What follows belongs to an exercise in optimizing a design on an open flow for small area, a short achievable clock period and few clock cycles per item; a production flow would make more cautious choices. RTL that was checked went through simulation tests only; none was proved equivalent to the original. For run 7, only the layout was checked, not whether the RTL still works.

==> flow/design.v (outline; a module is shown in full before it is edited, if it fits) <==
// module psum_sequencer: 58 lines
// module operand_stage: 74 lines
// module macc_unit: 85 lines
// module macc_fbgate: 19 lines
// module macc_tree: 552 lines
// module macc_fa: 4 lines
// module macc_ha: 4 lines
// module macc_fx: 8 lines
// module macc_hx: 4 lines
// module macc_xor2: 3 lines
// module macc_xnor2: 3 lines
// module macc_or2: 3 lines
// module macc_and2: 3 lines
// module macc_ao21: 3 lines
// module macc_cpa: 146 lines
// module macc_pgen: 4 lines
// module macc_gp4: 4 lines
// module macc_cg4: 5 lines
// module macc_gcell: 3 lines
// module macc_pcell: 3 lines
// module macc_control_top: 92 lines
module macc_control_top (
  input logic clk,
  input logic rst_n,
  input logic mac_begin,
  input logic acc_begin,
  input macc_pkg::len_t conv_len,
  input macc_pkg::filt_t filter_num,
  input macc_pkg::data_t weight_in,
  input macc_pkg::data_t ifmap_in,
  input macc_pkg::data_t external_psum,
  input macc_pkg::acc_t internal_psum,
  output logic mul_enable,
  output logic acc_enable,
  output macc_pkg::len_t cnt_a,
  output macc_pkg::filt_t cnt_b,
  output macc_pkg::acc_t accum_out,
  output logic psum_store,
  output logic mac_finish,
  output logic acc_finish
);
  // ...
==> flow/flow/run.sh <==
#!/bin/bash
# standard layout, with the port buffers made from the smallest plain buffer
set -euo pipefail
export BUFFER_PORTS_ARGS="-buffer_cell sky130_fd_sc_hd__buf_1"
bash standard.sh > standard_flow.log 2>&1
==> flow/standard.sh <==
#!/bin/bash
# synth_recipe.tcl (not shown) runs the flow's synth.tcl, then flattens the netlist and writes it again
# the make line also repeats each setting of config.mk as NAME=value (left out here)
make -C /OpenROAD-flow-scripts/flow DESIGN_CONFIG=/design/flow/config.mk WORK_HOME=/design/flow/orfs CLKGATE_MAP_FILE= SYNTH_SCRIPT=/design/flow/synth_recipe.tcl "${@:-finish}"
==> flow/config.mk <==
export PLATFORM = sky130hd
export DESIGN_NAME = macc_control_top
export DESIGN_NICKNAME = macc_control_top
export VERILOG_FILES = /design/flow/design.v
export SDC_FILE = /design/flow/constraint.sdc
export NUM_CORES = 4
export LEC_CHECK = 0
export CAP_MARGIN = 20
export CORE_MARGIN = 2
export CORE_UTILIZATION = 60
export CTS_CLUSTER_DIAMETER = 100
export CTS_CLUSTER_SIZE = 25
export GPL_ROUTABILITY_DRIVEN = 0
export SETUP_SLACK_MARGIN = 4.2
export SLEW_MARGIN = 20
export SYNTH_HIERARCHICAL = 1
export SYNTH_MINIMUM_KEEP_SIZE = 0
==> flow/constraint.sdc <==
create_clock -name core_clock -period 7.0 [get_ports {clk}]
set_input_delay 1.4000 -clock core_clock [delete_from_list [all_inputs] [get_ports {clk}]]
set_output_delay 1.4000 -clock core_clock [all_outputs]
set_load 0.01 [all_outputs]
==> notes.md, run 1 <==
Outcome: no timing/DRC/antenna violations
Avg Cell Area, Syn: 10.84 µm²
Total length of routed met3 wires: 1.473 mm
Placement Setup Slack: 3.775 ns
Layout filler cell count: 2055
Met2 usage: 39.39%
Hold Path End: u_ops.first_pipe[1]
Number of global-route vias before repair: 9699
Worst Min Path Start: u_ops.first_pipe[0]
Max layer used: met4
Min Tclk post-route: 2.760 ns
# Taps: 324
Setup tns final: 0 ns
Crit path buf inv count: 1
Utilization after layout: 63.53%
Initial DRT Pass Iterations: 5
Top class by area: multi-input combinational cells
WP depth: 6
CP required: 7.38 ns
GRT overflow: 0
M1 WL: 14.22 mm
Hold WC Path Type: reg2reg
Worst R2R Start: u_mac.u_fb_lo.keep
GR peak layer: met2
Setup ws final: 4.240 ns
Max Cap Viol: 0
Testbench counts, summed over its fixed seeds: cycles 24,347, items 22,427.
==> inputs of run 2 (changes only) <==
--- a/flow/config.mk
+++ b/flow/config.mk
@@ -9,6 +9,6 @@
 export CORE_MARGIN = 2
-export CORE_UTILIZATION = 60
+export CORE_UTILIZATION = 70
 export CTS_CLUSTER_DIAMETER = 100
 export CTS_CLUSTER_SIZE = 25
-export GPL_ROUTABILITY_DRIVEN = 0
+export PLACE_DENSITY = 0.75
 export SETUP_SLACK_MARGIN = 4.2
==> run 2 against run 1 <==
Compared with the run above:
- core utilization up 12 points
- register-to-register slack about the same
- die area down 14%
- worst setup slack worse by 0.010 ns
- synthesized cell count unchanged
==> notes.md, run 2 <==
HPWL Detailed: 21.93 mm (was 23.10 mm)
Crit-path most repeated cell: fa_1 (unchanged)
Avg Cell Area, Syn: 10.84 µm² (unchanged)
GRT Total Usage: 27.01% (was 23.99%)
Hold WC Path Type: reg2reg (unchanged)
Inserted Diodes: 0 (was 1)
Vias after detailed routing: 9778 (was 9469)
Startpoint Class: register (unchanged)
Placement Setup Slack: 3.666 ns (was 3.775 ns)
Reg2Reg Depth: 6 (unchanged)
Core area: 20890 µm² (was 24250 µm²)
Initial antenna violation count: 0 (was 1)
Worst Min Path Start: u_ops.first_pipe[0] (unchanged)
CP endpoint kind: register (unchanged)
Area grow syn2layout: 6.439% (was 4.304%)
Slew HR: 29.35% (was 30.06%)
Hold Path End: u_ops.first_pipe[1] (unchanged)
CP required: 7.36 ns (was 7.38 ns)
Slowest-stage cell, CP: fa_1 (unchanged)
Routed len/inst: 18.11 µm (was 17.86 µm)
Die H: 149.3 µm (was 160.9 µm)
Setup tns final: 0 ns (unchanged)
Slew Limit Fails: 0 (unchanged)
Final setup viols: 0 (unchanged)
Period utilization: 39.58% (was 39.43%)
Die width: 149.3 µm (was 160.9 µm)
Initial core utilization: 70.70% (was 60.91%)
Mapped Cells: 1363 (unchanged)
Utilization after layout: 75.26% (was 63.53%)
Number of global-route vias before repair: 9836 (was 9699)
Setup ws final: 4.229 ns (was 4.240 ns)
Global-route wire length before repair: 48.06 mm (was 50.12 mm)
Share of layout cells above drive strength 1: 13.96% (was 10.07%)
Critical path fanouts, max: 18 (unchanged)
Hold path cells: 0 (unchanged)
Antenna Nets Post-Route: 0 (unchanged)
Row count: 53 (was 57)
Worst path max stage delay: 0.53 ns (was 0.49 ns)
TritonCTS clock tree: done (unchanged)
Register clock-pin slew on the reported worst setup and hold paths: 0.09 ns (was 0.10 ns)
Initial DRC count: 478 (was 671)
# DRC: 0 (unchanged)
R2R Path End: u_mac.c_q[12] (was u_mac.c_q[15])
Min Tclk post-route: 2.771 ns (was 2.760 ns)
Area of the die: 22280 µm² (was 25890 µm²)
Ys Warns: 10 (unchanged)
Outcome: no timing/DRC/antenna violations (unchanged)
Clock sinks: 229 (unchanged)
Number of I/O pins: 145 (unchanged)
Syn Nets: 1615 (unchanged)
Most frequent cells in the layout: dfxtp_1, xnor2_1, buf_1 (unchanged)
Max Cap Viol: 0 (unchanged)
Worst R2R Start: u_mac.u_fb_lo.keep (unchanged)
Routability cong.: 0.8886
Reg2Reg Setup Slack: 4.23 ns (was 4.24 ns)
I/O Buffers: 144 (unchanged)
GRT overflow: 0 (unchanged)
Final Hold Fails: 0 (unchanged)
Initial DRT Pass Iterations: 6 (was 5)
Worst-Margin Slew: 1.060 ns (was 1.049 ns)
Mapped cell area: 14770 µm² (unchanged)
Cts hold-fix bufs: 0 (unchanged)
CP cell instances: buf_12, a22o_1, fa_1, fa_2, fa_1, fa_1 (was buf_12, a22o_1, fa_1, fa_1, fa_1, fa_1)
Clock buffer depth: 3 (unchanged)
Post-Route WL: 31.06 mm (was 30.81 mm)
Arrival time at the worst endpoint: 3.13 ns (was 3.14 ns)
TritonCTS buffer count: 13 (unchanged)
Final setup skew: 0.01632 ns (was 0.02284 ns)
Fmax: 0.3609 GHz (was 0.3623 GHz)
Largest net degree at the start of global routing: 64 (unchanged)
RSZ-0062 raised after global routing: true (unchanged)
Fin nets: 1690 (was 1650)
H-Tree Level Count: 1 (unchanged)
Vias per cell: 5.701 (was 5.489)
Critical path type: reg2reg (unchanged)
Most common cell after layout, fill and taps aside: dfxtp_1 (unchanged)
CTS root buf: clkbuf_16 (unchanged)
Worst skew pair latency: 0.48 ns (was 0.49 ns)
[run 2: cell types whose count changed in the layout (fill, tap and decap cells not counted), sizes merged]
cell / delta
buf: +40
diode: -1
[run 2: final cells by class]
| cell class | count | area (µm²) |
|---|---|---|
| clock buffers | 14 | 329.1 |
| clock inverters | 3 | 32.53 |
| fillers | 1451 | 5169 |
| inverters | 21 | 78.83 |
| multi-input cells | 963 | 9026 |
| flip-flops and latches | 229 | 4815 |
| well taps | 275 | 344.1 |
| repair buffers | 210 | 1095 |
[run 2: per-layer routing]
metal  vias to the layer above  track usage (%)  wire [µm]
met4                         0            8.571        922
met3                        55            4.679       1929
met5                         -                0          0
met1                      4783            35.19      13050
li1                       4665                -          -
met2                       275            46.08      15160
[run 2: worst max path at each step]
stage	cells after the start	from	to	slack [ns]
3_5_place_dp	8	u_mac.u_fb_hi.keep	u_mac.s_q[21]	3.67
6_report	6	u_mac.u_fb_lo.keep	u_mac.c_q[12]	4.23
5_1_grt	9	u_ops.op_w[14]	u_mac.c_q[19]	4.10
3_3_place_gp	5	u_mac.u_fb_lo.use_i	u_mac.c_q[11]	3.81
4_1_cts	7	u_ops.op_w[13]	u_mac.c_q[17]	4.20
2_1_floorplan	8	u_mac.u_fb_lo.keep	u_mac.c_q[12]	4.20
[run 2: timing repair]
action | CTS | global route
gates cloned | 0 | 1
endpoints found under the hold margin | 0 | 0
pin swaps | 0 | 32
setup endpoints to repair | 42 | 34
setup buffers | 0 | 63
gates resized for setup | 64 | 65
[run 2: worst max-delay path: cells and delay by family (launching register included)]
family                     cells  cell delay (ns)
buffers and inverters          1             0.15
DFF                            1             0.36
adders and majority gates      4             1.89
AOI/OAI and AO/OA              1             0.24
[run 2: stage by stage]
| step | cell area (µm²) | hold WS (ns) | cells |
|---|---|---|---|
| after floorplan | 14780 | 0.3096 | 1363 |
| after global placement | 14430 | 0.3114 | 1634 |
| after detailed placement | 14430 | 0.3178 | 1634 |
| after CTS | 14910 | 0.3385 | 1651 |
| after global routing | 15720 | 0.3364 | 1715 |
| final | 15720 | 0.3374 | 1715 |
==> inputs of run 3 (changes only) <==
--- a/flow/config.mk
+++ b/flow/config.mk
@@ -7,8 +7,8 @@
 export LEC_CHECK = 0
+export ABC_AREA = 1
 export CAP_MARGIN = 20
 export CORE_MARGIN = 2
-export CORE_UTILIZATION = 70
+export CORE_UTILIZATION = 60
 export CTS_CLUSTER_DIAMETER = 100
 export CTS_CLUSTER_SIZE = 25
-export PLACE_DENSITY = 0.75
 export SETUP_SLACK_MARGIN = 4.2
==> run 3 against run 2 <==
Compared with the run above:
- register-to-register slack about the same
- core utilization down 12 points
- still clean on timing, DRC and antenna
- synthesized area grew 21%
- sequential share of layout area fell by 4.9 points
- flip-flop and latch count stayed put
- first-iteration DRC count up 98%
- non-clock buffer count shrank 8
==> notes.md, run 3 <==
Fin nets: 3110 (was 1690)
Final Hold Fails: 0 (unchanged)
Area grow syn2layout: 4.395% (was 6.439%)
Final setup viols: 0 (unchanged)
Slew HR: 53.27% (was 29.35%)
CP endpoint kind: register (unchanged)
Cts hold-fix bufs: 0 (unchanged)
Routability cong.: 0.8712 (was 0.8886)
Largest net degree at the start of global routing: 40 (was 64)
Avg Cell Area, Syn: 6.386 µm² (was 10.84 µm²)
Cell family contributing the most delay on the critical path: adder cells (unchanged)
TritonCTS buffer count: 14 (was 13)
Worst Min Path Start: u_ops.first_pipe[0] (unchanged)
CP required: 7.38 ns (was 7.36 ns)
Critical path type: reg2reg (unchanged)
CP cell instances: buf_12, nand2_4, nand2_4, fa_1, fa_1, fa_1, fa_1 (was buf_12, a22o_1, fa_1, fa_2, fa_1, fa_1)
Die H: 176.8 µm (was 149.3 µm)
Hold Path End: u_ops.first_pipe[1] (unchanged)
Utilization after layout: 63.41% (was 75.26%)
H-Tree Level Count: 1 (unchanged)
Worst path max stage delay: 0.58 ns (was 0.53 ns)
Setup ws final: 4.240 ns (was 4.229 ns)
CTS root buf: clkbuf_16 (unchanged)
HPWL Detailed: 31.63 mm (was 21.93 mm)
Row count: 63 (was 53)
Placed Cells incl. Taps: 3177 (was 1634)
I/O Buffers: 144 (unchanged)
Hold path cells: 0 (unchanged)
Ys Warns: 10 (unchanged)
Worst-Margin Slew: 0.7000 ns (was 1.060 ns)
Clock buffer depth: 3 (unchanged)
Area of the die: 31240 µm² (was 22280 µm²)
Global-route wire length before repair: 68.02 mm (was 48.06 mm)
Slew Limit Fails: 0 (unchanged)
Fmax: 0.3623 GHz (was 0.3609 GHz)
Startpoint Class: register (unchanged)
Most common cell after layout, fill and taps aside: nand2_1 (was dfxtp_1)
GRT Total Usage: 26.79% (was 27.01%)
Placement Setup Slack: 3.646 ns (was 3.666 ns)
Worst R2R Start: u_mac.u_fb_lo.keep (unchanged)
Vias per cell: 4.789 (was 5.701)
Setup tns final: 0 ns (unchanged)
Clock sinks: 229 (unchanged)
Share of layout cells above drive strength 1: 7.338% (was 13.96%)
Inserted Diodes: 0 (unchanged)
Max Cap Viol: 0 (unchanged)
Register clock-pin slew on the reported worst setup and hold paths: 0.09 ns (about the same)
Crit path buf inv count: 1 (unchanged)
Hold WC Path Type: reg2reg (unchanged)
Routed len/inst: 12.83 µm (was 18.11 µm)
Final Instance Count excl. Fillers: 3252 (was 1715)
Vias after detailed routing: 15580 (was 9778)
Critical path fanouts, max: 7 (was 18)
Crit-path most repeated cell: fa_1 (unchanged)
GRT overflow: 0 (unchanged)
# DRC: 0 (unchanged)
Min Tclk post-route: 2.760 ns (was 2.771 ns)
Outcome: no timing/DRC/antenna violations (unchanged)
Reg2Reg Depth: 7 (was 6)
TritonCTS clock tree: done (unchanged)
Syn Nets: 3056 (was 1615)
Final setup skew: 0.02416 ns (was 0.01632 ns)
Core area: 29480 µm² (was 20890 µm²)
Die width: 176.8 µm (was 149.3 µm)
Initial DRT Pass Iterations: 6 (unchanged)
WP depth: 7 (was 6)
Arrival time at the worst endpoint: 3.14 ns (was 3.13 ns)
Most frequent cells in the layout: nand2_1, inv_1, dfxtp_1 (was dfxtp_1, xnor2_1, buf_1)
Initial antenna violation count: 0 (unchanged)
Antenna Nets Post-Route: 0 (unchanged)
Reg2Reg Setup Slack: 4.24 ns (was 4.23 ns)
R2R Path End: u_mac.c_q[12] (unchanged)
Mapped cell area: 17910 µm² (was 14770 µm²)
Initial DRC count: 946 (was 478)
Worst skew pair latency: 0.51 ns (was 0.48 ns)
Post-Route WL: 41.73 mm (was 31.06 mm)
Slowest-stage cell, CP: fa_1 (unchanged)
Initial core utilization: 60.74% (was 70.70%)
Number of global-route vias before repair: 14130 (was 9836)
RSZ-0062 raised after global routing: true (unchanged)
Number of I/O pins: 145 (unchanged)
Mapped Cells: 2804 (was 1363)
Period utilization: 39.43% (was 39.58%)
## run 3: per-stage QoR
stage	hold WS (ns)	cell area [µm²]
2_1_floorplan	0.3096	17910
3_3_place_gp	0.3122	17510
3_5_place_dp	0.3161	17510
4_1_cts	0.3384	18210
5_1_grt	0.3532	18690
6_report	0.3347	18690
## run 3: worst max path at each step
stage	start	end	slack, ns
after global placement	u_ops.op_neg[2]	u_mac.c_q[15]	3.69
after floorplan	u_ops.op_neg[4]	u_mac.c_q[15]	4.21
final	u_mac.u_fb_lo.keep	u_mac.c_q[12]	4.24
after CTS	u_ops.op_w[5]	u_mac.c_q[15]	4.17
after detailed placement	u_ops.op_neg[4]	u_mac.c_q[15]	3.65
after global routing	u_ops.op_one[3]	u_mac.c_q[20]	4.15
## run 3: final cells by class
type,count,area (µm²)
multi-input combinational,1919,9998
clock buffer,15,354.1
clock inverter,5,75.07
fill,2739,10790
timing repair buffer,202,1107
inverter,492,1864
sequential,229,4806
tap,390,488.0
## run 3: per-layer routing
layer  track usage (%)  vias to the layer above  wire (µm)
met5                 0                        -          0
met4             5.131                        0        874
met3             3.501                       58       2626
met2             44.86                      425      18470
met1             37.33                     6901      19760
li1                  -                     8191          -
## run 3: what timing repair did
item,in CTS,in global routing
buffers inserted,12,40
gates resized for setup,62,49
pin swaps,4,3
endpoints found under the hold margin,0,0
setup endpoints to repair,42,32
cloned,2,1
==> inputs of run 4 (changes only) <==
--- a/flow/config.mk
+++ b/flow/config.mk
@@ -7,3 +7,2 @@
 export LEC_CHECK = 0
-export ABC_AREA = 1
 export CAP_MARGIN = 20
@@ -13,3 +12,3 @@
 export CTS_CLUSTER_SIZE = 25
-export SETUP_SLACK_MARGIN = 4.2
+export SETUP_SLACK_MARGIN = 4.1
 export SLEW_MARGIN = 20
==> run 4 against run 3 <==
Compared with the run above:
- clock-buffer cell count is 1 higher
- maximum frequency is 0.47% lower
- clock skew is 0.016 ns lower
- first-iteration DRC count is 55% lower
- cell count is 47% lower
- worst setup slack worse by 0.013 ns
- sequential share of layout area is 5.9 points higher
==> notes.md, run 4 <==
Outcome: no timing/DRC/antenna violations (unchanged)
Worst path max stage delay: 0.50 ns (was 0.58 ns)
Final setup viols: 0 (unchanged)
Final setup skew: 0.007715 ns (was 0.02416 ns)
Setup tns final: 0 ns (unchanged)
R2R Path End: u_mac.c_q[17] (was u_mac.c_q[12])
Hold path cells: 0 (unchanged)
Reg2Reg Setup Slack: 4.23 ns (was 4.24 ns)
Layout filler cell count: 2065 (was 2739)
Period utilization: 39.62% (was 39.43%)
Crit-path most repeated cell: fa_1 (unchanged)
Largest net degree at the start of global routing: 64 (was 40)
Slew Limit Fails: 0 (unchanged)
Area grow syn2layout: 2.770% (was 4.395%)
Vias after detailed routing: 9467 (was 15580)
HPWL Detailed: 22.65 mm (was 31.63 mm)
Fin nets: 1643 (was 3110)
CTS root buf: clkbuf_16 (unchanged)
GRT Total Usage: 23.37% (was 26.79%)
Worst-Margin Slew: 1.032 ns (was 0.7000 ns)
Hold Path End: u_ops.acc_pipe[1] (was u_ops.first_pipe[1])
Critical path type: reg2reg (unchanged)
Cts hold-fix bufs: 0 (unchanged)
Clock sinks: 229 (unchanged)
Core area: 24250 µm² (was 29480 µm²)
Fmax: 0.3606 GHz (was 0.3623 GHz)
Arrival time at the worst endpoint: 3.15 ns (was 3.14 ns)
Share of layout cells above drive strength 1: 7.957% (was 7.338%)
Antenna Nets Post-Route: 0 (unchanged)
GRT overflow: 0 (unchanged)
Ys Warns: 10 (unchanged)
Most frequent cells in the layout: dfxtp_1, xnor2_1, buf_1 (was nand2_1, inv_1, dfxtp_1)
RSZ-0062 raised after global routing: false (was true)
Worst hold slack: 0.3316 ns (was 0.3347 ns)
Initial antenna violation count: 2 (was 0)
CP required: 7.38 ns (about the same)
Die H: 160.9 µm (was 176.8 µm)
Crit path buf inv count: 0 (was 1)
TritonCTS buffer count: 13 (was 14)
CP endpoint kind: register (unchanged)
Worst skew pair latency: 0.48 ns (was 0.51 ns)
Mapped Cells: 1363 (was 2804)
Register clock-pin slew on the reported worst setup and hold paths: 0.09 ns (about the same)
Clock buffer depth: 3 (unchanged)
TritonCTS clock tree: done (unchanged)
# DRC: 0 (unchanged)
Post-Route WL: 29.83 mm (was 41.73 mm)
Global-route wire length before repair: 48.71 mm (was 68.02 mm)
Final Hold Fails: 0 (unchanged)
Min Tclk post-route: 2.773 ns (was 2.760 ns)
Avg Cell Area, Syn: 10.84 µm² (was 6.386 µm²)
Number of global-route vias before repair: 9593 (was 14130)
Most common cell after layout, fill and taps aside: dfxtp_1 (was nand2_1)
Mapped cell area: 14770 µm² (was 17910 µm²)
CP cell instances: a22oi_1, xnor2_1, fa_1, fa_1, fa_1, xor2_1, xor2_1 (was buf_12, nand2_4, nand2_4, fa_1, fa_1, fa_1, fa_1)
Die width: 160.9 µm (was 176.8 µm)
Reg2Reg Depth: 7 (unchanged)
Area of the die: 25890 µm² (was 31240 µm²)
Initial DRT Pass Iterations: 5 (was 6)
Max Cap Viol: 0 (unchanged)
Routed len/inst: 17.34 µm (was 12.83 µm)
I/O Buffers: 144 (unchanged)
Critical path fanouts, max: 16 (was 7)
Routability cong.: 0.8117 (was 0.8712)
Initial DRC count: 421 (was 946)
Hold WC Path Type: reg2reg (unchanged)
Initial core utilization: 60.91% (was 60.74%)
Worst Min Path Start: u_ops.acc_pipe[0] (was u_ops.first_pipe[0])
Cell family contributing the most delay on the critical path: adder cells (unchanged)
Slew HR: 31.20% (was 53.27%)
Row count: 57 (was 63)
Slowest-stage cell, CP: fa_1 (unchanged)
H-Tree Level Count: 1 (unchanged)
Startpoint Class: register (unchanged)
Number of I/O pins: 145 (unchanged)
Vias per cell: 5.504 (was 4.789)
Worst R2R Start: u_ops.op_two[1] (was u_mac.u_fb_lo.keep)
Syn Nets: 1615 (was 3056)
==> run 4: worst max-delay path by stage <==
stage	startpoint	slack, ns	to	cells past startpoint
floorplan	u_ops.op_neg[2]	4.15	u_mac.c_q[15]	8
global placement	u_ops.op_neg[5]	3.71	u_mac.c_q[15]	5
detailed placement	u_ops.op_neg[5]	3.72	u_mac.c_q[15]	5
CTS	u_ops.op_two[2]	4.09	u_mac.c_q[15]	6
global route	u_ops.op_two[7]	4.11	u_mac.c_q[20]	8
finish	u_ops.op_two[1]	4.23	u_mac.c_q[17]	7
==> run 4: cell type report <==
type                            instances  area (µm²)  area share (%)
Clock inverter                          3       28.78          0.1896
Inverter                               21       78.83          0.5193
Tap cell                              324       405.4           2.671
Multi-Input combinational cell        963        8808           58.03
Timing Repair Buffer                  163       706.9           4.657
Sequential cell                       229        4791           31.56
Clock buffer                           16       356.6           2.349
Antenna cell                            1       2.502         0.01649
==> run 4: through the flow <==
step | worst slack [ns] | util [%] | std cells | instance area [µm²]
finish | 4.227 | 62.60 | 1720 | 15180
global route | 4.106 | 62.60 | 1720 | 15180
CTS | 4.094 | 61.67 | 1706 | 14950
detailed placement | 3.720 | 59.87 | 1687 | 14520
global placement | 3.705 | 59.87 | 1687 | 14520
floorplan | 4.146 | - | 1363 | 14770
==> run 4: what timing repair did <==
action                                  4_1_cts  5_1_grt
buffers inserted                              0       13
gates resized for setup                      39       40
endpoints found under the setup margin       40       25
==> run 4: routing by layer <==
layer,vias to the layer above,GRT usage [%],share of wire [%]
met5,-,0,0.054
met4,2,5.560,2.0
met3,38,4.132,5.3
met2,218,39.21,47
met1,4622,31.63,46
li1,4587,-,-
==> inputs of run 5 (changes only) <==
--- a/flow/config.mk
+++ b/flow/config.mk
@@ -12,3 +12,3 @@
 export CTS_CLUSTER_SIZE = 25
-export SETUP_SLACK_MARGIN = 4.1
+export SETUP_SLACK_MARGIN = 4.25
 export SLEW_MARGIN = 20
==> run 5 against run 4 <==
Compared with the run above:
- still clean
- routed wire length up 7.7%
- maximum frequency up 0.64%
==> notes.md, run 5 <==
GRT overflow: 0 (unchanged)
Antenna Nets Post-Route: 0 (unchanged)
Mapped Cells: 1363 (unchanged)
Avg Cell Area, Syn: 10.84 µm² (unchanged)
Final Hold Fails: 0 (unchanged)
CP endpoint kind: register (unchanged)
Startpoint Class: register (unchanged)
CP required: 7.38 ns (about the same)
Min Tclk post-route: 2.755 ns (was 2.773 ns)
Fin nets: 1679 (was 1643)
Critical path fanouts, max: 9 (was 16)
Period utilization: 39.36% (was 39.62%)
# DRC: 0 (unchanged)
Die H: 160.9 µm (unchanged)
CTS root buf: clkbuf_16 (unchanged)
Number of global-route vias before repair: 9819 (was 9593)
Worst-Margin Slew: 1.043 ns (was 1.032 ns)
CP cell instances: buf_12, a22o_4, and2_1, a21o_1, fa_2, xor2_4, xor2_2, xor2_1, ha_1 (was a22oi_1, xnor2_1, fa_1, fa_1, fa_1, xor2_1, xor2_1)
Worst skew pair latency: 0.50 ns (was 0.48 ns)
Crit path buf inv count: 1 (was 0)
Die width: 160.9 µm (unchanged)
Register clock-pin slew on the reported worst setup and hold paths: 0.09 ns (about the same)
Syn Nets: 1615 (unchanged)
Final Instance Count excl. Fillers: 1754 (was 1720)
Clock sinks: 229 (unchanged)
Core area: 24250 µm² (unchanged)
Initial DRC count: 620 (was 421)
Worst path max stage delay: 0.65 ns (was 0.50 ns)
Vias per cell: 5.487 (was 5.504)
Placed Cells incl. Taps: 1688 (was 1687)
TritonCTS clock tree: done (unchanged)
RSZ-0062 raised after global routing: true (was false)
Slew Limit Fails: 0 (unchanged)
Cell family contributing the most delay on the critical path: adder cells (unchanged)
Largest net degree at the start of global routing: 64 (unchanged)
Global-route wire length before repair: 50.77 mm (was 48.71 mm)
Most common cell after layout, fill and taps aside: dfxtp_1 (unchanged)
Ys Warns: 10 (unchanged)
Critical path type: reg2reg (unchanged)
Vias after detailed routing: 9625 (was 9467)
Most frequent cells in the layout: dfxtp_1, xnor2_1, buf_1 (unchanged)
Mapped cell area: 14770 µm² (unchanged)
Initial antenna violation count: 1 (was 2)
Post-Route WL: 32.13 mm (was 29.83 mm)
Outcome: no timing/DRC/antenna violations (unchanged)
Cts hold-fix bufs: 0 (unchanged)
Final setup skew: 0.03038 ns (was 0.007715 ns)
Hold WC Path Type: reg2reg (unchanged)
Routability cong.: 0.8509 (was 0.8117)
Row count: 57 (unchanged)
HPWL Detailed: 23.16 mm (was 22.65 mm)
Inserted Diodes: 0 (was 1)
Placement Setup Slack: 3.767 ns (was 3.720 ns)
Fmax: 0.3629 GHz (was 0.3606 GHz)
Clock buffer depth: 3 (unchanged)
Final setup viols: 0 (unchanged)
Number of I/O pins: 145 (unchanged)
Initial core utilization: 60.91% (unchanged)
Max Cap Viol: 0 (unchanged)
Routed len/inst: 18.32 µm (was 17.34 µm)
Slew HR: 30.47% (was 31.20%)
GRT Total Usage: 24.60% (was 23.37%)
I/O Buffers: 144 (unchanged)
Area of the die: 25890 µm² (unchanged)
Area grow syn2layout: 6.896% (was 2.770%)
H-Tree Level Count: 1 (unchanged)
Setup ws final: 4.245 ns (was 4.227 ns)
Arrival time at the worst endpoint: 3.13 ns (was 3.15 ns)
Slowest-stage cell, CP: fa_2 (was fa_1)
Utilization after layout: 65.11% (was 62.60%)
TritonCTS buffer count: 13 (unchanged)
Initial DRT Pass Iterations: 5 (unchanged)
Layout filler cell count: 2003 (was 2065)
Setup tns final: 0 ns (unchanged)
Share of layout cells above drive strength 1: 13.15% (was 7.957%)
run 5: path summary, 6_finish.rpt:
check                                        start                  to  slack, ns  cells past startpoint
worst max register to register  u_mac.u_fb_hi.keep       u_mac.s_q[21]       4.24                      9
worst min register to register   u_ops.acc_pipe[0]   u_ops.acc_pipe[1]       0.33                      0
worst min-delay path             u_ops.acc_pipe[0]   u_ops.acc_pipe[1]       0.33                      0
max in group asynchronous                    rst_n    u_seq.mul_enable       5.69                      1
worst max-delay path            u_mac.u_fb_hi.keep       u_mac.s_q[21]       4.24                      9
min in group asynchronous                    rst_n  u_ops.last_pipe[2]       0.89                      1
run 5: repair_timing:
item	in CTS	in global routing
cloned	0	3
pin swaps	0	22
endpoints found under the setup margin	42	39
gates resized for setup	75	50
setup buffers	0	45
run 5: cell type report:
type                    count  area (µm²)  share of cell area [%]
repair buffers            199        1110                   7.030
inverters                  21       78.83                  0.4993
flip-flops and latches    229        4800                   30.40
clock inverters             4       33.78                  0.2140
well taps                 324       405.4                   2.568
multi-input cells         963        9031                   57.20
clock buffers              14       329.1                   2.084
run 5: metrics by stage:
| stage | hold WS (ns) | area [µm²] |
|---|---|---|
| after floorplan | 0.3096 | 14790 |
| after global placement | 0.3097 | 14540 |
| after detailed placement | 0.3120 | 14540 |
| after CTS | 0.3308 | 15060 |
| after global routing | 0.3387 | 15790 |
| final | 0.3312 | 15790 |
run 5: routing by layer:
metal,GRT usage [%],vias to the layer above,wire length (µm)
met5,0,-,15
met4,6.818,2,795
met3,4.184,49,1836
met2,41.16,259,15210
met1,33.13,4673,14270
li1,-,4642,-
run 5: worst reg2reg max path: stages (launching register included):
cell	delay, ns
dfxtp_4	0.37
buf_12	0.14
a22o_4	0.26
and2_1	0.17
a21o_1	0.19
fa_2	0.65
xor2_4	0.22
xor2_2	0.20
xor2_1	0.19
ha_1	0.25
==> inputs of run 6 (changes only) <==
--- a/flow/config.mk
+++ b/flow/config.mk
@@ -12,3 +12,3 @@
 export CTS_CLUSTER_SIZE = 25
-export SETUP_SLACK_MARGIN = 4.25
+export SETUP_SLACK_MARGIN = 4.2
 export SLEW_MARGIN = 20
==> run 6 against run 5 <==
Compared with the run above:
- still clean on timing, DRC and antenna
- routed wire length decreased by 4.1%
- first-iteration DRC count rose by 8.2%
- cell count is 1.7% lower
- design area shrank 2.4%
- maximum frequency down 0.18%
- clock-buffer cell count stayed put
- non-clock buffer count is 29 lower
- clock skew shrank 0.0075 ns
- largest cell class unchanged
==> notes.md, run 6 <==
Worst-Margin Slew: 1.049 ns (was 1.043 ns)
Ys Warns: 10 (unchanged)
Setup ws final: 4.240 ns (was 4.245 ns)
TritonCTS clock tree: done (unchanged)
WP depth: 6 (was 9)
GRT overflow: 0 (unchanged)
Worst path max stage delay: 0.49 ns (was 0.65 ns)
Number of I/O pins: 145 (unchanged)
Area of the multi-input gates: 8944 µm² (was 9031 µm²)
Antenna Nets Post-Route: 0 (unchanged)
GRT Total Usage: 23.99% (was 24.60%)
Layout filler cell count: 2055 (was 2003)
Critical path type: reg2reg (unchanged)
Die width: 160.9 µm (unchanged)
Max Cap Viol: 0 (unchanged)
Share of layout cells above drive strength 1: 10.07% (was 13.15%)
Worst skew pair latency: 0.49 ns (was 0.50 ns)
Initial DRC count: 671 (was 620)
H-Tree Level Count: 1 (unchanged)
Hold path cells: 0 (unchanged)
Crit-path most repeated cell: fa_1
Cell area after layout: 15400 µm² (was 15790 µm²)
Area after DPL: 14520 µm² (was 14540 µm²)
Final Instance Count excl. Fillers: 1725 (was 1754)
Outcome: no timing/DRC/antenna violations (unchanged)
Setup tns final: 0 ns (unchanged)
Number of global-route vias before repair: 9699 (was 9819)
HPWL Detailed: 23.10 mm (was 23.16 mm)
Hold WC Path Type: reg2reg (unchanged)
Slew HR: 30.06% (was 30.47%)
CTS root buf: clkbuf_16 (unchanged)
Crit path buf inv count: 1 (unchanged)
Final Hold Fails: 0 (unchanged)
Most common cell after layout, fill and taps aside: dfxtp_1 (unchanged)
Largest net degree at the start of global routing: 64 (unchanged)
Syn Nets: 1615 (unchanged)
RSZ-0062 raised after global routing: true (unchanged)
TritonCTS buffer count: 13 (unchanged)
Sequential cell area: 4798 µm² (was 4800 µm²)
Arrival time at the worst endpoint: 3.14 ns (was 3.13 ns)
Initial core utilization: 60.91% (unchanged)
Vias after detailed routing: 9469 (was 9625)
CP required: 7.38 ns (about the same)
Core area: 24250 µm² (unchanged)
Initial antenna violation count: 1 (unchanged)
I/O Buffers: 144 (unchanged)
Startpoint Class: register (unchanged)
Slew Limit Fails: 0 (unchanged)
Critical path fanouts, max: 18 (was 9)
Period utilization: 39.43% (was 39.36%)
Register clock-pin slew on the reported worst setup and hold paths: 0.10 ns (was 0.09 ns)
Worst hold slack: 0.3315 ns (was 0.3312 ns)
Fin nets: 1650 (was 1679)
# DRC: 0 (unchanged)
Final setup viols: 0 (unchanged)
Placed Cells incl. Taps: 1686 (was 1688)
Cell family contributing the most delay on the critical path: adder cells (unchanged)
CP cell instances: buf_12, a22o_1, fa_1, fa_1, fa_1, fa_1 (was buf_12, a22o_4, and2_1, a21o_1, fa_2, xor2_4, xor2_2, xor2_1, ha_1)
Die H: 160.9 µm (unchanged)
Mapped cell area: 14770 µm² (unchanged)
Routability cong.: 0.8298 (was 0.8509)
Placement Setup Slack: 3.775 ns (was 3.767 ns)
Clock buffer depth: 3 (unchanged)
Area grow syn2layout: 4.304% (was 6.896%)
Routed len/inst: 17.86 µm (was 18.32 µm)
Area of the die: 25890 µm² (unchanged)
Post-Route WL: 30.81 mm (was 32.13 mm)
Fmax: 0.3623 GHz (was 0.3629 GHz)
Avg Cell Area, Syn: 10.84 µm² (unchanged)
Most frequent cells in the layout: dfxtp_1, xnor2_1, buf_1 (unchanged)
CP endpoint kind: register (unchanged)
Slowest-stage cell, CP: fa_1 (was fa_2)
Global-route wire length before repair: 50.12 mm (was 50.77 mm)
Vias per cell: 5.489 (was 5.487)
Row count: 57 (unchanged)
Min Tclk post-route: 2.760 ns (was 2.755 ns)
Mapped Cells: 1363 (unchanged)
Reg2Reg Depth: 6 (was 9)
Clock sinks: 229 (unchanged)
Final setup skew: 0.02284 ns (was 0.03038 ns)
Initial DRT Pass Iterations: 5 (unchanged)
[run 6: through the flow]
step	utilization [%]
global placement	59.86
floorplan	-
detailed placement	59.86
CTS	61.84
finish	63.53
global route	63.53
[run 6: per-layer routing]
metal | vias to the layer above | routed length, µm | global-route usage, %
li1 | 4583 | - | -
met1 | 4626 | 14220 | 33.31
met2 | 222 | 14400 | 39.39
met3 | 38 | 1473 | 4.003
met4 | 0 | 709 | 5.804
met5 | - | 0 | 0
[run 6: area by class of cell]
type	count	area share [%]
diodes	1	0.01624
clock buffers	14	2.136
clock inverters	3	0.2112
inverters	21	0.5117
multi-input cells	963	58.06
flip-flops and latches	229	31.15
well taps	324	2.632
repair buffers	170	5.288
[run 6: worst reg2reg max path: stages (launching register included)]
cell     delay (ns)
dfxtp_2        0.37
buf_12         0.16
a22o_1         0.26
fa_1           0.49
fa_1           0.45
fa_1           0.48
fa_1           0.46
[run 6: final timing paths]
path / from / to / slack, ns
worst max-delay path: u_mac.u_fb_lo.keep / u_mac.c_q[15] / 4.24
worst min-delay path: u_ops.first_pipe[0] / u_ops.first_pipe[1] / 0.33
worst max register to register: u_mac.u_fb_lo.keep / u_mac.c_q[15] / 4.24
worst min register to register: u_ops.first_pipe[0] / u_ops.first_pipe[1] / 0.33
max in group asynchronous: rst_n / u_seq.mul_enable / 5.68
min in group asynchronous: rst_n / u_ops.end_pipe[0] / 0.89
[run 6: timing repair]
| action | CTS | global route |
|---|---|---|
| resized for setup | 60 | 46 |
| pin swaps | 0 | 8 |
| setup buffers | 0 | 20 |
| hold buffers | 0 | 0 |
| endpoints found under the setup margin | 41 | 32 |
| gates cloned | 0 | 1 |
==> module operand_stage, before the edit <==
module operand_stage (
  input logic clk,
  input logic rst_n,
  input logic acc_enable,
  input logic issue_first,
  input logic issue_last,
  input logic issue_end,
  input macc_pkg::data_t weight_in,
  input macc_pkg::data_t ifmap_in,
  input macc_pkg::data_t external_psum,
  input macc_pkg::acc_t internal_psum,
  output logic keep_d,  
  output logic use_i_d,  
  output logic op_last,
  output logic op_end,
  output macc_pkg::data_t op_w,
  output logic [16:0] op_pp0,  
  output logic [7:0] op_one,  
  output logic [7:0] op_two,
  output logic [7:0] op_neg,
  output macc_pkg::acc_t op_i
);
  logic [1:0] acc_pipe;
  logic [1:0] first_pipe;
  logic [2:0] last_pipe;
  logic [2:0] end_pipe;
  logic pad_acc;  
  macc_pkg::data_t x;
  logic [16:0] xe;  
  macc_pkg::data_t w;
  logic one0;
  logic two0;
  logic [16:0] pp0;
  always_ff @(posedge clk or negedge rst_n) begin
    if (!rst_n) begin
      last_pipe <= '0;
      end_pipe <= '0;
    end else begin
      last_pipe <= {last_pipe[1:0], issue_last};
      end_pipe <= {end_pipe[1:0], issue_end};
    end
  end
  assign pad_acc = acc_pipe[1];
  assign keep_d = ~first_pipe[1];
  assign use_i_d = pad_acc;
  assign op_last = last_pipe[2];
  assign op_end = end_pipe[2];
  assign x = pad_acc ? macc_pkg::data_t'(1) : ifmap_in;
  assign xe = {x, 1'b0};
  assign w = pad_acc ? external_psum : weight_in;
  assign one0 = xe[1] ^ xe[0];
  assign two0 = (xe[2] & ~xe[1] & ~xe[0]) | (~xe[2] & xe[1] & xe[0]);
  always_comb begin
    for (int j = 0; j < 17; j++) begin
      pp0[j] = ((one0 & w[(j > 15) ? 15 : j]) | (two0 & ((j == 0) ? 1'b0 : w[(j > 16) ? 15 : j - 1]))) ^ xe[2];
    end
    pp0[16] = ~pp0[16];
  end
  assign op_one[0] = 1'b0;
  assign op_two[0] = 1'b0;
  always_ff @(posedge clk) begin
    acc_pipe <= {acc_pipe[0], acc_enable};
    first_pipe <= {first_pipe[0], issue_first};
    op_w <= w;
    op_pp0 <= pp0;
    op_neg[0] <= xe[2];
    op_i <= internal_psum;
    for (int i = 1; i < 8; i++) begin
      op_one[i] <= xe[2*i+1] ^ xe[2*i];
      op_two[i] <= (xe[2*i+2] & ~xe[2*i+1] & ~xe[2*i]) | (~xe[2*i+2] & xe[2*i+1] & xe[2*i]);
      op_neg[i] <= xe[2*i+2];
    end
  end
endmodule
==> inputs of run 7 (changes only) <==
--- a/flow/design.v
+++ b/flow/design.v
@@ -129,2 +129,3 @@
   end
+  assign op_i[15:0] = op_w;
   assign op_one[0] = 1'b0;
@@ -134,6 +135,6 @@
     first_pipe <= {first_pipe[0], issue_first};
-    op_w <= w;
+    op_w <= pad_acc ? internal_psum[15:0] : weight_in;
     op_pp0 <= pp0;
     op_neg[0] <= xe[2];
-    op_i <= internal_psum;
+    op_i[35:16] <= internal_psum[35:16];
     for (int i = 1; i < 8; i++) begin
==> run 7 against run 6 <==
Compared with the run above:
- clock skew is 0.013 ns lower
- cell count is 0.75% higher
- clock-buffer cell count is 2 higher
- worst setup slack better by 0.0092 ns
- highest routed layer is now met5
==> notes.md, run 7 <==
H-Tree Level Count: 1 (unchanged)
Crit-path most repeated cell: fa_1 (unchanged)
Hold WC Path Type: reg2reg (unchanged)
Initial core utilization: 60.81% (was 60.91%)
CP endpoint kind: register (unchanged)
Area of the die: 25770 µm² (was 25890 µm²)
Placement Setup Slack: 3.762 ns (was 3.775 ns)
GRT Total Usage: 24.30% (was 23.99%)
Register clock-pin slew on the reported worst setup and hold paths: 0.10 ns (about the same)
Antenna Nets Post-Route: 0 (unchanged)
Worst skew pair latency: 0.49 ns (about the same)
Clock sinks: 213 (was 229)
Initial antenna violation count: 1 (unchanged)
HPWL Detailed: 22.96 mm (was 23.10 mm)
Fin nets: 1662 (was 1650)
Ys Warns: 10 (unchanged)
CTS root buf: clkbuf_16 (unchanged)
CP cell instances: buf_4, a22oi_1, xnor2_1, fa_1, fa_1, fa_2, fa_1 (was buf_12, a22o_1, fa_1, fa_1, fa_1, fa_1)
Inserted Diodes: 0 (was 1)
Met2 usage: 36.93% (was 39.39%)
Slew Limit Fails: 0 (unchanged)
Routed len/inst: 18.26 µm (was 17.86 µm)
Initial DRC count: 733 (was 671)
Setup tns final: 0 ns (unchanged)
Vias per cell: 5.537 (was 5.489)
Area of the multi-input gates: 9066 µm² (was 8944 µm²)
Worst hold slack: 0.3320 ns (was 0.3315 ns)
Critical path fanouts, max: 10 (was 18)
Post-Route WL: 31.73 mm (was 30.81 mm)
GR peak layer: met2 (unchanged)
Mapped cell area: 14700 µm² (was 14770 µm²)
Initial DRT Pass Iterations: 5 (unchanged)
Clock buffer depth: 3 (unchanged)
GR Util met1: 36.62% (was 33.31%)
Core area: 24180 µm² (was 24250 µm²)
Cell family contributing the most delay on the critical path: adder cells (unchanged)
Critical path type: reg2reg (unchanged)
Cts hold-fix bufs: 0 (unchanged)
Number of I/O pins: 145 (unchanged)
RSZ-0062 raised after global routing: true (unchanged)
Worst-Margin Slew: 0.7473 ns (was 1.049 ns)
CP required: 7.37 ns (was 7.38 ns)
Die H: 160.5 µm (was 160.9 µm)
Syn Nets: 1611 (was 1615)
TritonCTS clock tree: done (unchanged)
Row count: 57 (unchanged)
Slew HR: 50.18% (was 30.06%)
Largest net degree at the start of global routing: 75 (was 64)
Outcome: no timing/DRC/antenna violations (unchanged)
Largest regs: u_mac.accum_out (36), u_mac.c_q (36), u_mac.s_q (36)
Startpoint Class: register (unchanged)
Most common cell after layout, fill and taps aside: dfxtp_1 (unchanged)
Arrival time at the worst endpoint: 3.12 ns (was 3.14 ns)
Final Hold Fails: 0 (unchanged)
Number of global-route vias before repair: 9248 (was 9699)
Layout filler cell count: 2011 (was 2055)
Final setup viols: 0 (unchanged)
Vias after detailed routing: 9623 (was 9469)
Global-route wire length before repair: 50.03 mm (was 50.12 mm)
GRT overflow: 0 (unchanged)
Period utilization: 39.30% (was 39.43%)
Mapped Cells: 1359 (was 1363)
Share of layout cells above drive strength 1: 13.58% (was 10.07%)
Slowest-stage cell, CP: fa_1 (unchanged)
Fmax: 0.3635 GHz (was 0.3623 GHz)
Avg Cell Area, Syn: 10.82 µm² (was 10.84 µm²)
Worst R2R Start: u_ops.op_w[5] (was u_mac.u_fb_lo.keep)
TritonCTS buffer count: 12 (was 13)
Worst path max stage delay: 0.50 ns (was 0.49 ns)
Utilization after layout: 63.80% (was 63.53%)
Setup ws final: 4.249 ns (was 4.240 ns)
Die width: 160.5 µm (was 160.9 µm)
Worst Min Path Start: u_ops.acc_pipe[0] (was u_ops.first_pipe[0])
Min Tclk post-route: 2.751 ns (was 2.760 ns)
Most frequent cells in the layout: dfxtp_1, buf_1, xnor2_1 (was dfxtp_1, xnor2_1, buf_1)
Met3 Use GR: 4.520% (was 4.003%)
Crit path buf inv count: 1 (unchanged)
Final setup skew: 0.01028 ns (was 0.02284 ns)
Sequential cell area: 4477 µm² (was 4798 µm²)
# DRC: 0 (unchanged)
Area grow syn2layout: 4.918% (was 4.304%)
Worst Setup SP: u_ops.op_w[5] (was u_mac.u_fb_lo.keep)
I/O Buffers: 144 (unchanged)
Routability cong.: 0.8383 (was 0.8298)
Max Cap Viol: 0 (unchanged)
## run 7: final cells by class
type / count / area share [%]
Sequential cell: 213 / 29.02
Timing Repair Buffer: 206 / 7.057
Clock buffer: 16 / 2.182
Clock inverter: 2 / 0.09733
Tap cell: 324 / 2.628
Multi-Input combinational cell: 967 / 58.77
Inverter: 10 / 0.2433
## run 7: repair_timing
action	CTS	global route
gates cloned	0	1
resized for setup	56	47
setup buffers	0	52
pin swaps	0	12
setup endpoints to repair	41	31
## run 7: per-stage QoR
stage               cell area, µm²  cells
floorplan                    14720   1359
global placement             14340   1667
detailed placement           14340   1667
CTS                          14790   1685
global route                 15430   1738
finish                       15430   1738
## run 7: worst register-to-register path, cell delays in order, from the launching register on
cell and delay [ns]:
dfxtp_4 0.40, buf_4 0.15, a22oi_1 0.17, xnor2_1 0.12, fa_1 0.50, fa_1 0.48
fa_2 0.37, fa_1 0.45
## run 7: worst paths after layout
| path | slack, ns | endpoint | cells after the start |
|---|---|---|---|
| max | 4.25 | u_mac.c_q[15] | 7 |
| min | 0.33 | u_ops.acc_pipe[1] | 0 |
| max reg2reg | 4.25 | u_mac.c_q[15] | 7 |
| min reg2reg | 0.33 | u_ops.acc_pipe[1] | 0 |
| max in group asynchronous | 5.68 | u_mac.psum_store | 1 |
| min in group asynchronous | 0.90 | u_ops.last_pipe[0] | 1 |
## run 7: layer usage
| layer | vias to the layer above | wire length, µm |
|---|---|---|
| met4 | 2 | 463 |
| li1 | 4609 | - |
| met2 | 309 | 13700 |
| met1 | 4668 | 15230 |
| met5 | - | 13 |
| met3 | 35 | 2322 |
==> inputs of run 8 (changes only) <==
--- a/flow/design.v
+++ b/flow/design.v
@@ -129,3 +129,2 @@
   end
-  assign op_i[15:0] = op_w;
   assign op_one[0] = 1'b0;
@@ -135,6 +134,6 @@
     first_pipe <= {first_pipe[0], issue_first};
-    op_w <= pad_acc ? internal_psum[15:0] : weight_in;
+    op_w <= w;
     op_pp0 <= pp0;
     op_neg[0] <= xe[2];
-    op_i[35:16] <= internal_psum[35:16];
+    op_i <= internal_psum;
     for (int i = 1; i < 8; i++) begin
--- a/flow/config.mk
+++ b/flow/config.mk
@@ -10,4 +10,5 @@
 export CORE_UTILIZATION = 60
-export CTS_CLUSTER_DIAMETER = 100
-export CTS_CLUSTER_SIZE = 25
+export CTS_BUF_LIST = sky130_fd_sc_hd__clkbuf_8
+export CTS_CLUSTER_DIAMETER = 60
+export CTS_CLUSTER_SIZE = 16
 export SETUP_SLACK_MARGIN = 4.2
==> run 8 against run 7 <==
Compared with the run above:
- still clean
- synthesized cell count increased by 0.29%
- first-iteration DRC count down 11%
- non-clock buffer count down 35
- clock-buffer cell count up 7
- cell count rose by 0.40%
- critical path depth decreased by 1
- critical endpoint unchanged
- highest routed layer is now met4
==> notes.md, run 8 <==
Outcome: no timing/DRC/antenna violations (unchanged)
CTS root buf: clkbuf_8 (was clkbuf_16)
Initial core utilization: 60.91% (was 60.81%)
H-Tree Level Count: 1 (unchanged)
Most common cell after layout, fill and taps aside: dfxtp_1 (unchanged)
Cts hold-fix bufs: 0 (unchanged)
Final setup viols: 0 (unchanged)
Worst Min Path Start: u_ops.acc_pipe[0] (unchanged)
Worst R2R Start: u_ops.op_w[3] (was u_ops.op_w[5])
HPWL Detailed: 23.10 mm (was 22.96 mm)
Critical path type: reg2reg (unchanged)
Min Tclk post-route: 2.765 ns (was 2.751 ns)
Max Cap Viol: 0 (unchanged)
Final Hold Fails: 0 (unchanged)
GRT overflow: 0 (unchanged)
Fmax: 0.3616 GHz (was 0.3635 GHz)
Routability cong.: 0.8298 (was 0.8383)
CP required: 7.45 ns (was 7.37 ns)
R2R Path End: u_mac.c_q[15] (unchanged)
Ys Warns: 10 (unchanged)
Largest net degree at the start of global routing: 64 (was 75)
Reg2Reg Setup Slack: 4.23 ns (was 4.25 ns)
Vias after detailed routing: 9541 (was 9623)
Share of layout cells above drive strength 1: 10.99% (was 13.58%)
Worst path max stage delay: 0.56 ns (was 0.50 ns)
Clock buffer depth: 3 (unchanged)
Number of I/O pins: 145 (unchanged)
Worst skew pair latency: 0.57 ns (was 0.49 ns)
Initial antenna violation count: 1 (unchanged)
Core area: 24250 µm² (was 24180 µm²)
Hold path cells: 0 (unchanged)
Hold Path End: u_ops.acc_pipe[1] (unchanged)
Period utilization: 39.51% (was 39.30%)
Global-route wire length before repair: 50.65 mm (was 50.03 mm)
Area grow syn2layout: 5.142% (was 4.918%)
Post-Route WL: 31.13 mm (was 31.73 mm)
Mapped Cells: 1363 (was 1359)
Clock sinks: 229 (was 213)
GRT Total Usage: 24.24% (was 24.30%)
Vias per cell: 5.468 (was 5.537)
Setup tns final: 0 ns (unchanged)
CP endpoint kind: register (unchanged)
Crit-path most repeated cell: fa_1 (unchanged)
Initial DRC count: 651 (was 733)
Worst Setup SP: u_ops.op_w[3] (was u_ops.op_w[5])
Syn Nets: 1615 (was 1611)
Slew HR: 52.97% (was 50.18%)
Final setup skew: 0.02724 ns (was 0.01028 ns)
Slowest-stage cell, CP: dfxtp_2 (was fa_1)
Critical path fanouts, max: 14 (was 10)
Fin nets: 1659 (was 1662)
Row count: 57 (unchanged)
Arrival time at the worst endpoint: 3.21 ns (was 3.12 ns)
Most frequent cells in the layout: dfxtp_1, xnor2_1, buf_1 (was dfxtp_1, buf_1, xnor2_1)
Slew Limit Fails: 0 (unchanged)
Mapped cell area: 14770 µm² (was 14700 µm²)
Hold WC Path Type: reg2reg (unchanged)
Antenna Nets Post-Route: 0 (unchanged)
CP cell instances: a22oi_1, xnor2_1, fa_1, fa_2, fa_1, fa_1 (was buf_4, a22oi_1, xnor2_1, fa_1, fa_1, fa_2, fa_1)
TritonCTS buffer count: 21 (was 12)
TritonCTS clock tree: done (unchanged)
Routed len/inst: 17.84 µm (was 18.26 µm)
Die H: 160.9 µm (was 160.5 µm)
I/O Buffers: 144 (unchanged)
Worst-Margin Slew: 0.6990 ns (was 0.7473 ns)
# DRC: 0 (unchanged)
Setup ws final: 4.235 ns (was 4.249 ns)
Reg2Reg Depth: 6 (was 7)
Initial DRT Pass Iterations: 5 (unchanged)
Area of the die: 25890 µm² (was 25770 µm²)
Die width: 160.9 µm (was 160.5 µm)
Startpoint Class: register (unchanged)
Register clock-pin slew on the reported worst setup and hold paths: 0.10 ns (about the same)
Number of global-route vias before repair: 9827 (was 9248)
Avg Cell Area, Syn: 10.84 µm² (was 10.82 µm²)
RSZ-0062 raised after global routing: true (unchanged)
Placement Setup Slack: 3.775 ns (was 3.762 ns)
## run 8: critical path: cells and delay by family (launching register included)
kind	cells	cell delay [ns]
compound gates	1	0.17
fa+ha+maj	4	1.75
xor+xnor	1	0.16
flops	1	0.56
## run 8: area by class of cell
class / count / area (µm²)
clock inverters: 13 / 163.9
flip-flops and latches: 229 / 4795
well taps: 324 / 405.4
inverters: 21 / 78.83
clock buffers: 23 / 316.6
fillers: 2045 / 8720
repair buffers: 171 / 850.8
diodes: 1 / 2.502
multi-input cells: 963 / 8916
## run 8: how the worst max path moves through the flow
stage | cells past startpoint | endpoint
after floorplan | 8 | u_mac.c_q[12]
after global placement | 5 | u_mac.c_q[15]
after global routing | 8 | u_mac.c_q[15]
final | 6 | u_mac.c_q[15]
after CTS | 6 | u_mac.c_q[15]
after detailed placement | 5 | u_mac.c_q[15]
## run 8: stage by stage
stage | hold slack (ns) | area (µm²) | util (%) | std cells
final | 0.3355 | 15530 | 64.04 | 1745
after global routing | 0.3405 | 15530 | 64.04 | 1745
after CTS | 0.3390 | 15120 | 62.37 | 1722
after detailed placement | 0.3184 | 14520 | 59.86 | 1686
after global placement | 0.3104 | 14520 | 59.86 | 1686
after floorplan | 0.3096 | 14780 | - | 1363
## run 8: repair_timing
| action | in CTS | in global routing |
|---|---|---|
| hold endpoints to repair | 0 | 0 |
| pin swaps | 0 | 8 |
| buffers inserted | 0 | 20 |
| resized for setup | 62 | 40 |
| endpoints found under the setup margin | 41 | 34 |
| gates cloned | 0 | 1 |
## run 8: layer usage
layer	global-route usage [%]	vias up	part of all wire [%]
met5	0	-	0
met4	5.560	0	2.1
met3	4.210	46	5.5
met2	40.30	236	47
met1	33.26	4648	45
li1	-	4611	-
Testbench counts of run 8, summed over its fixed seeds: cycles 24,347, items 22,427.

[separate check: timing with driven ports]
No port has a modelled driver above. Below, the same layouts with a new extraction and two added sets of constraints. Step 1 assumes that a clkbuf_16 drives the clock port and a buf_2 every other input. Step 2, shift: input delay + t, output delay - t, t = (earliest + latest rising clock arrival at the registers) / 2. This alone moves slack from input paths to output paths. Slacks: no drivers / after step 1 / after step 2; pairs: no drivers / after step 1.
run | shift t [ns] | setup WS [ns] | worst setup path after step 2 | worst register clock-pin slew, ns | worst data-port slew with drivers (ns)
run 1 | 0.526 | 4.240 / 4.240 / 3.936 | input to register | 0.10 / 0.10 | 0.09
run 2 | 0.522 | 4.229 / 4.229 / 3.944 | input to register | 0.09 / 0.09 | 0.07
run 3 | 0.554 | 4.240 / 4.240 / 4.240 | register to register | 0.10 / 0.10 | 0.06
run 4 | 0.530 | 4.227 / 4.227 / 3.802 | input to register | 0.09 / 0.09 | 0.08
run 5 | 0.534 | 4.245 / 4.245 / 3.942 | input to register | 0.10 / 0.10 | 0.07
run 6 | 0.526 | 4.240 / 4.240 / 3.936 | input to register | 0.10 / 0.10 | 0.09
run 7 | 0.530 | 4.249 / 4.249 / 3.987 | input to register | 0.10 / 0.10 | 0.06
run 8 | 0.595 | 4.235 / 4.235 / 3.827 | input to register | 0.10 / 0.10 | 0.09
After both steps every run listed still meets setup and hold. The setup slack of run 4, which loses most, moves by 0.000 ns with the drivers and by -0.425 ns with both steps.
